This design comes from an exercise in tuning for a short achievable clock period and few clock cycles on the open sky130 flow, not from production work.
Only simulation tests tie the RTL to the original design; equivalence was not proved.
Power and IR drop assume default switching activity.

==> inputs of job 5499 <==
// pipeTop
module pipeTop
(
	input  logic        CLK,
	input  logic        RSTB,
	input  logic        PSEL,
	input  logic        PENABLE,
	input  logic        PWRITE,
	input  logic [11:0] PADDR,
	input  logic [31:0] PWDATA,
	output logic [31:0] PRDATA,
	output logic        PREADY,
	output logic        PSLVERR
);
export LEC_CHECK = 0
export ABC_CLOCK_PERIOD_IN_PS = 1800
export CAP_MARGIN = 20
export CORE_MARGIN = 2
export CORE_UTILIZATION = 62
export CTS_BUF_LIST = sky130_fd_sc_hd__clkbuf_16
export CTS_CLUSTER_DIAMETER = 60
export CTS_CLUSTER_SIZE = 24
export SETUP_SLACK_MARGIN = 1.8
export SLEW_MARGIN = 20
export TNS_END_PERCENT = 100
create_clock -name core_clock -period 4.0 [get_ports {CLK}]
run.sh (not shown) runs the stock make flow with config.mk's settings and CLKGATE_MAP_FILE= SYNTH_SCRIPT=/design/flow/synth_recipe.tcl, a recipe that flattens the netlist after the stock synthesis.
==> job 4525: changes against job 5499 <==
--- a/flow/design.v
+++ b/flow/design.v
@@ -75,42 +75,41 @@
 			rdMux = {9'b0, pcFlag, 6'b0};
 		else
 			rdMux = '0;
 	end
 	always_ff @(posedge CLK or negedge RSTB)
 	begin
 		if (!RSTB)
 		begin
-			PSLVERR <= 1'b0;
 			wImemQ  <= 1'b0;
 			wCtrlQ  <= 1'b0;
 			wRegQ   <= 1'b0;
 			rfWeOH  <= '0;
 			imemRowHi <= '0;
 			imemRowLo <= '0;
 		end
 		else
 		begin
-			PSLVERR <= err;
 			wImemQ <= hostImemSetup;
 			wRegQ  <= hostRegSetup;
 			wCtrlQ <= setup & PWRITE & isCtrl & PWDATA[0] & ~busy;
 			for (int k = 0; k < 16; k++)
 				rfWeOH[k] <= hostRegSetup & (PADDR[5:2] == 4'(k));
 			for (int k = 0; k < 8; k++)
 			begin
 				imemRowHi[k] <= hostImemSetup & (PADDR[7:5] == 3'(k));
 				imemRowLo[k] <= hostImemSetup & (PADDR[4:2] == 3'(k));
 			end
 		end
 	end
 	always_ff @(posedge CLK)
 	begin
-		rdQ   <= rdMux;
+		rdQ     <= rdMux;
+		PSLVERR <= err;
 		wIdx  <= PADDR[7:2];
 		wData <= PWDATA;
 	end
 	assign PREADY = 1'b1;
 	assign PRDATA = {16'b0, rdQ};
 	assign imemWe   = wImemQ;
 	assign rfWe     = wRegQ;
 	assign runStart = wCtrlQ;
@@ -161,113 +160,126 @@
 	localparam int OW = pipePkg::OFF_W;
 	localparam int HW = pipePkg::DATA_W - OW;
 	pipePkg::dataT regs [16];
 	pipePkg::dataT shad [16];
 	logic [15:0]   fresh;
 	logic          applyQ;
 	logic          replay;
 	logic [3:0]    rpK;
+	logic          rkV;
+	logic [3:0]    rkK;
 	logic          rvV;
 	logic [3:0]    rvK;
 	pipePkg::dataT rvVal;
-	logic          bcV;
-	logic [3:0]    bcK;
-	pipePkg::dataT bcValD;
-	pipePkg::dataT bcVal;
-	logic [HW-1:0] bcHiP1;
-	logic [HW-1:0] bcHiM1;
-	logic          b2V;
-	logic          b2Clean;   
-	logic [3:0]    b2K;
-	pipePkg::dataT b2Val;
-	logic [HW-1:0] b2HiP1;
-	logic [HW-1:0] b2HiM1;
+	logic          s1V, s2V, s3V;
+	logic [3:0]    s1K, s2K, s3K;
+	pipePkg::dataT s1ValD;
+	logic [9:0]    s1Val;
+	logic [9:5]    s2Val;
+	logic [HW-1:0] s1Hi, s2Hi, s3Hi;
+	logic [HW-1:0] s2HiP1, s3HiP1;
+	logic [HW-1:0] s2HiM1, s3HiM1;
 	logic [15:0]   c5;        
+	logic [15:0]   c10;       
 	assign rfRdata = regs[rfRaddr];
 	always_comb
 	begin
 		rpK = 4'd0;
 		for (int k = 15; k >= 0; k--)
 			if (!fresh[k])
 				rpK = 4'(k);
 	end
-	assign replay   = runPending & tDone & ~(&fresh) & ~rvV & ~bcV & ~b2V;
-	assign applyNow = runPending & tDone & (&fresh) & ~rvV & ~bcV & ~b2V;
-	assign bcValD = rvV ? rvVal : wData;
+	assign replay   = runPending & tDone & ~(&fresh) & ~rkV & ~rvV & ~s1V & ~s2V & ~s3V;
+	assign applyNow = runPending & tDone & (&fresh) & ~rkV & ~rvV & ~s1V & ~s2V;
+	assign s1ValD = rvV ? rvVal : wData;
 	always_ff @(posedge CLK or negedge RSTB)
 	begin
 		if (!RSTB)
 		begin
+			rkV    <= 1'b0;
 			rvV    <= 1'b0;
-			bcV    <= 1'b0;
-			b2V    <= 1'b0;
-			b2Clean <= 1'b0;
+			s1V    <= 1'b0;
+			s2V    <= 1'b0;
+			s3V    <= 1'b0;
 			fresh  <= '0;
 			applyQ <= 1'b0;
 		end
 		else
 		begin
-			rvV    <= replay;
-			bcV    <= rvV | rfWe;
-			b2V    <= bcV;
-			b2Clean <= ~tChange;
+			rkV    <= replay;
+			rvV    <= rkV;
+			s1V    <= rvV | rfWe;
+			s2V    <= s1V;
+			s3V    <= s2V;
 			applyQ <= applyNow;
 			if (tChange || applyQ)
 				fresh <= '0;
-			else if (b2V && b2Clean)
-				fresh[b2K] <= 1'b1;
+			else if (s1V)
+				fresh[s1K] <= 1'b1;
 		end
 	end
 	always_ff @(posedge CLK)
 	begin
-		rvK    <= rpK;
-		rvVal  <= regs[rpK];
-		bcK    <= rvV ? rvK : wIdx;
-		bcVal  <= bcValD;
-		bcHiP1 <= bcValD[pipePkg::DATA_W-1:OW] + HW'(1);
-		bcHiM1 <= bcValD[pipePkg::DATA_W-1:OW] - HW'(1);
-		b2K    <= bcK;
-		b2Val  <= bcVal;
-		b2HiP1 <= bcHiP1;
-		b2HiM1 <= bcHiM1;
+		rkK    <= rpK;
+		rvK    <= rkK;
+		rvVal  <= regs[rkK];
+		s1K    <= rvV ? rvK : wIdx;
+		s1Val  <= s1ValD[9:0];
+		s1Hi   <= s1ValD[pipePkg::DATA_W-1:OW];
+		s2K    <= s1K;
+		s2Val  <= s1Val[9:5];
+		s2Hi   <= s1Hi;
+		s2HiP1 <= s1Hi + HW'(1);
+		s2HiM1 <= s1Hi - HW'(1);
+		s3K    <= s2K;
+		s3Hi   <= s2Hi;
+		s3HiP1 <= s2HiP1;
+		s3HiM1 <= s2HiM1;
 	end
 	for (genvar i = 0; i < 16; i++)
 	begin : g_reg
-		logic [5:0]    lo5;
-		logic [5:0]    mid5;
-		logic [HW-1:0] hi;
-		logic          sgn;
-		addStage #(.W(6)) u_addLo (
-			.a({1'b0, bcVal[4:0]}),
-			.b({1'b0, tOff[i*OW +: 5]}),
+		logic [4:0] lo5;
+		logic       lo5c;
+		logic [4:0] mid5;
+		logic       mid5c;
+		logic       sgn;
+		addStage #(.W(5)) u_addLo (
+			.a(s1Val[4:0]),
+			.b(tOff[i*OW +: 5]),
 			.cin(1'b0),
-			.sum(lo5)
+			.sum(lo5),
+			.cout(lo5c)
 		);
-		addStage #(.W(6)) u_addMid (
-			.a({1'b0, b2Val[9:5]}),
-			.b({1'b0, tOff[i*OW + 5 +: 5]}),
+		addStage #(.W(5)) u_addMid (
+			.a(s2Val[9:5]),
+			.b(tOff[i*OW + 5 +: 5]),
 			.cin(c5[i]),
-			.sum(mid5)
+			.sum(mid5),
+			.cout(mid5c)
 		);
 		assign sgn = tOff[i*OW + OW - 1];
-		assign hi  = (mid5[5] == sgn) ? b2Val[pipePkg::DATA_W-1:OW] : (mid5[5] ? b2HiP1 : b2HiM1);
 		always_ff @(posedge CLK)
 		begin
 			if (applyQ)
 				regs[i] <= shad[i];
 			else if (rfWeOH[i])
 				regs[i] <= wData;
-			if (bcV && tSrc[i*4 +: 4] == bcK)
+			if (s1V && tSrc[i*4 +: 4] == s1K)
 			begin
-				shad[i][4:0] <= lo5[4:0];
-				c5[i]        <= lo5[5];
+				shad[i][4:0] <= lo5;
+				c5[i]        <= lo5c;
 			end
-			if (b2V && tSrc[i*4 +: 4] == b2K)
-				shad[i][pipePkg::DATA_W-1:5] <= {hi, mid5[4:0]};
+			if (s2V && tSrc[i*4 +: 4] == s2K)
+			begin
+				shad[i][9:5] <= mid5;
+				c10[i]       <= mid5c;
+			end
+			if (s3V && tSrc[i*4 +: 4] == s3K)
+				shad[i][pipePkg::DATA_W-1:OW] <= (c10[i] == sgn) ? s3Hi : (c10[i] ? s3HiP1 : s3HiM1);
 		end
 	end
 endmodule
 `timescale 1ns/1ps
 module subtractStage
 (
 	input  logic                     CLK,
 	input  logic                     RSTB,
@@ -288,19 +300,21 @@
 	logic [6:0]   p;
 	logic [pipePkg::CW_W-1:0] cw;
 	logic [5:0]   cwIdx;
 	logic         cwWr;
 	logic         cwSub;
 	logic         cwAdd;
 	logic [3:0]   cwRa;
 	logic [3:0]   cwXa;
-	logic         idxZero;
+	logic         idxZero;    
 	logic         idxEqP;
 	logic         idxLtP;
+	logic         fwdHit;     
+	logic         fwdZero;    
 	logic         accept;
 	logic         restart;
 	logic         a2V;
 	logic [3:0]   a2Src;
 	logic [OW-1:0] a2Off;
 	logic [OW-1:0] a2C;
 	logic         a2Wr;
 	logic [3:0]   a2Ra;
@@ -311,35 +325,32 @@
 	logic [OW-1:0] bOff;
 	logic         bWr;
 	logic [3:0]   bRa;
 	logic         bZero;
 	logic [15:0]  bOH;
 	logic [OW-1:0] cOff;
 	logic [OW-1:0] a2Sum;
 	assign {cwWr, cwSub, cwAdd, cwRa, cwXa} = cw;
-	assign idxZero = (cwIdx == 6'd0);
-	assign idxEqP  = ({1'b0, cwIdx} == p);
-	assign idxLtP  = ({1'b0, cwIdx} < p);
 	assign pDone    = p[6] & ~a2V & ~bV;
 	assign tChange  = bV;
 	assign fetchIdx = p[5:0];
 	assign accept  = ((st == S_HOSTW) && imemWe && (idxEqP || idxZero))
 		|| ((st == S_A1) && !hostImemSetup);
 	assign restart = (st == S_HOSTW) && imemWe && idxLtP && !idxZero;
 	always_comb
 	begin
 		case ({cwSub, cwAdd})
 			2'b10:   cOff = OW'(-3);
 			2'b01:   cOff = OW'(4);
 			2'b11:   cOff = OW'(1);
 			default: cOff = '0;
 		endcase
 	end
-	addStage #(.W(OW)) u_add (.a(a2Off), .b(a2C), .cin(1'b0), .sum(a2Sum));
+	addStage #(.W(OW)) u_add (.a(a2Off), .b(a2C), .cin(1'b0), .sum(a2Sum), .cout());
 	always_ff @(posedge CLK or negedge RSTB)
 	begin
 		if (!RSTB)
 		begin
 			st  <= S_IDLE;
 			p   <= '0;
 			a2V <= 1'b0;
 			bV  <= 1'b0;
@@ -364,35 +375,45 @@
 				endcase
 			end
 		end
 	end
 	always_ff @(posedge CLK)
 	begin
 		if (hostImemSetup)
 		begin
-			cw    <= hostWord;
-			cwIdx <= hostIdx;
+			cw      <= hostWord;
+			cwIdx   <= hostIdx;
+			idxZero <= (hostIdx == 6'd0);
+			idxEqP  <= ({1'b0, hostIdx} == p);
+			idxLtP  <= ({1'b0, hostIdx} < p);
+			fwdHit  <= a2V & a2Wr & (a2Ra == hostWord[3:0]);
+			fwdZero <= a2V & a2Zero;
 		end
 		else if (st == S_F2)
 		begin
-			cw    <= fetchWord;
-			cwIdx <= p[5:0];
+			cw      <= fetchWord;
+			cwIdx   <= p[5:0];
+			idxZero <= (p[5:0] == 6'd0);
+			idxEqP  <= 1'b1;
+			idxLtP  <= 1'b0;
+			fwdHit  <= a2V & a2Wr & (a2Ra == fetchWord[3:0]);
+			fwdZero <= a2V & a2Zero;
 		end
 		if (idxZero)
 		begin
 			a2Src <= cwXa;
 			a2Off <= '0;
 		end
-		else if (bV && bWr && bRa == cwXa)
+		else if (fwdHit)
 		begin
 			a2Src <= bSrc;
 			a2Off <= bOff;
 		end
-		else if (bV && bZero)
+		else if (fwdZero)
 		begin
 			a2Src <= cwXa;
 			a2Off <= '0;
 		end
 		else
 		begin
 			a2Src <= tSrc[cwXa*4 +: 4];
 			a2Off <= tOff[cwXa*OW +: OW];
@@ -431,22 +452,24 @@
 module addStage
 #(
 	parameter int W = 16
 )
 (
 	input  logic [W-1:0] a,
 	input  logic [W-1:0] b,
 	input  logic         cin,
-	output logic [W-1:0] sum
+	output logic [W-1:0] sum,
+	output logic         cout
 );
-	localparam int L = $clog2(W);
+	localparam int L = (W > 1) ? $clog2(W) : 1;
 	logic [W-1:0] g [L+1];
 	logic [W-1:0] p [L+1];
-	assign g[0] = (a & b) | {{(W-1){1'b0}}, cin & (a[0] ^ b[0])};
+	logic [W-1:0] c;
+	assign g[0] = a & b;
 	assign p[0] = a ^ b;
 	for (genvar l = 0; l < L; l++)
 	begin : g_lvl
 		for (genvar i = 0; i < W; i++)
 		begin : g_bit
 			if (i >= (1 << l))
 			begin : g_comb
 				assign g[l+1][i] = g[l][i] | (p[l][i] & g[l][i - (1 << l)]);
@@ -454,17 +477,19 @@
 			end
 			else
 			begin : g_pass
 				assign g[l+1][i] = g[l][i];
 				assign p[l+1][i] = p[l][i];
 			end
 		end
 	end
-	assign sum = p[0] ^ {g[L][W-2:0], cin};
+	assign c    = g[L] | ({W{cin}} & p[L]);
+	assign sum  = p[0] ^ {c[W-2:0], cin};
+	assign cout = c[W-1];
 endmodule
 `timescale 1ns/1ps
 module pipeTop
 (
 	input  logic        CLK,
 	input  logic        RSTB,
 	input  logic        PSEL,
 	input  logic        PENABLE,
==> flow/flow/run.sh (new file) <==
#!/bin/bash
# Layout flow: the standard flow, with two changes after synthesis.
#  - Port buffers are buf_4 cells (buffer_ports otherwise picks a delay cell).
#  - Timing repair may resize a cell into another footprint, so those port
#    buffers and other cells can be swapped for faster ones.
# Synthesis is the standard one, run unchanged.
set -o pipefail

bash standard.sh synth > synth.log 2>&1 || { echo "synthesis failed"; exit 1; }

sed -e 's|"\${@:-finish}"|MATCH_CELL_FOOTPRINT=0 BUFFER_PORTS_ARGS="-buffer_cell sky130_fd_sc_hd__buf_4" "${@:-finish}"|' standard.sh > layout.sh
grep -q 'MATCH_CELL_FOOTPRINT=0' layout.sh || { echo "could not set the layout options"; exit 1; }

bash layout.sh > layout.log 2>&1 || { echo "layout failed"; exit 1; }
==> flow/standard.sh (new file) <==
#!/bin/bash
# synth_recipe.tcl (not shown) runs the flow's synth.tcl, then flattens the netlist and writes it again
# the make line also repeats each setting of config.mk as NAME=value (left out here)
make -C /OpenROAD-flow-scripts/flow DESIGN_CONFIG=/design/flow/config.mk WORK_HOME=/design/flow/orfs CLKGATE_MAP_FILE= SYNTH_SCRIPT=/design/flow/synth_recipe.tcl "${@:-finish}"
removed: flow/run.sh
==> comparison <==
- Job 5499 went through all stages and came out clean. Job 4525 produced a clean layout.
- In job 4525 the via count is larger than in job 5499, by about 0.26%.
- Between job 4525 and job 5499, the lower clock skew is in job 4525 (gap 0.015 ns).
- Against job 4525, the cell area of job 5499 is larger by about 0.9%.
- In clock power, job 4525 and job 5499 hardly differ.
- Against job 5499, the non-clock buffer count of job 4525 is lower by 143.
==> figures <==
Non-clock buffer contribution to total cell area: job 5499 5.05%; job 4525 3.50%
Via-to-Cell Ratio: job 5499 6.71; job 4525 6.68
Status: job 5499 timing/DRC/antenna clean; job 4525 timing/DRC/antenna clean
Diodes inserted: job 5499 5; job 4525 6
Clock tree skew after final layout: job 5499 0.0450 ns; job 4525 0.0300 ns
Post-synth top area share: job 5499 55.7%; job 4525 55.3%
Mux cell area share after synthesis: job 5499 5.98%; job 4525 6.04%
End of the critical path: job 5499 u_regFile.shad[0][10]; job 4525 u_compiler.fwdHit
Met3 demand-to-capacity share in global routing: job 5499 11.8%; job 4525 10.0%
Capturing point of the worst reg2reg path: job 5499 u_regFile.shad[0][10]; job 4525 u_compiler.fwdHit
Most numerous cell on the critical path: job 5499 sky130_fd_sc_hd__a21o_1; job 4525 sky130_fd_sc_hd__o221ai_1
Insertion delay of the later-clocked pin in the worst-skew pair: job 5499 0.81 ns; job 4525 0.80 ns
Testbench counts of job 5499, summed over its fixed seeds: cycles 10,816.
Testbench counts of job 4525, summed over its fixed seeds: cycles 10,816.

## what the ideal ports hide
The results above use ideal ports. As a check the final layouts listed here were re-extracted and re-timed, cells and wires unchanged.
Step 1 (the two cells are an assumption about what drives the block):
set clk [get_ports {CLK}]
set_driving_cell -lib_cell sky130_fd_sc_hd__clkbuf_16 $clk
set_driving_cell -lib_cell sky130_fd_sc_hd__buf_2 [delete_from_list [all_inputs] $clk]
Step 2, shift: input delay + t, output delay - t, t = (earliest + latest rising clock arrival at the registers) / 2. This alone moves slack from input paths to output paths.
a / b / c = ideal ports / drivers / drivers and shift; a / b = the first two.
run | t (ns) | slack for setup (ns) | worst setup path at the end | slew at the worst register clock pin (ns) | pins driven straight from the clock port
job 5499 | 0.864 | 1.386 / 1.386 / 1.040 | input to register | 0.10 / 0.10 | 1
job 4525 | 0.865 | 1.654 / 1.654 / 0.864 | input to register | 0.09 / 0.09 | 1
After both steps setup and hold are still met in every run listed. The setup slack of job 4525, which loses most, moves by 0.000 ns with the drivers and by -0.790 ns with both steps.
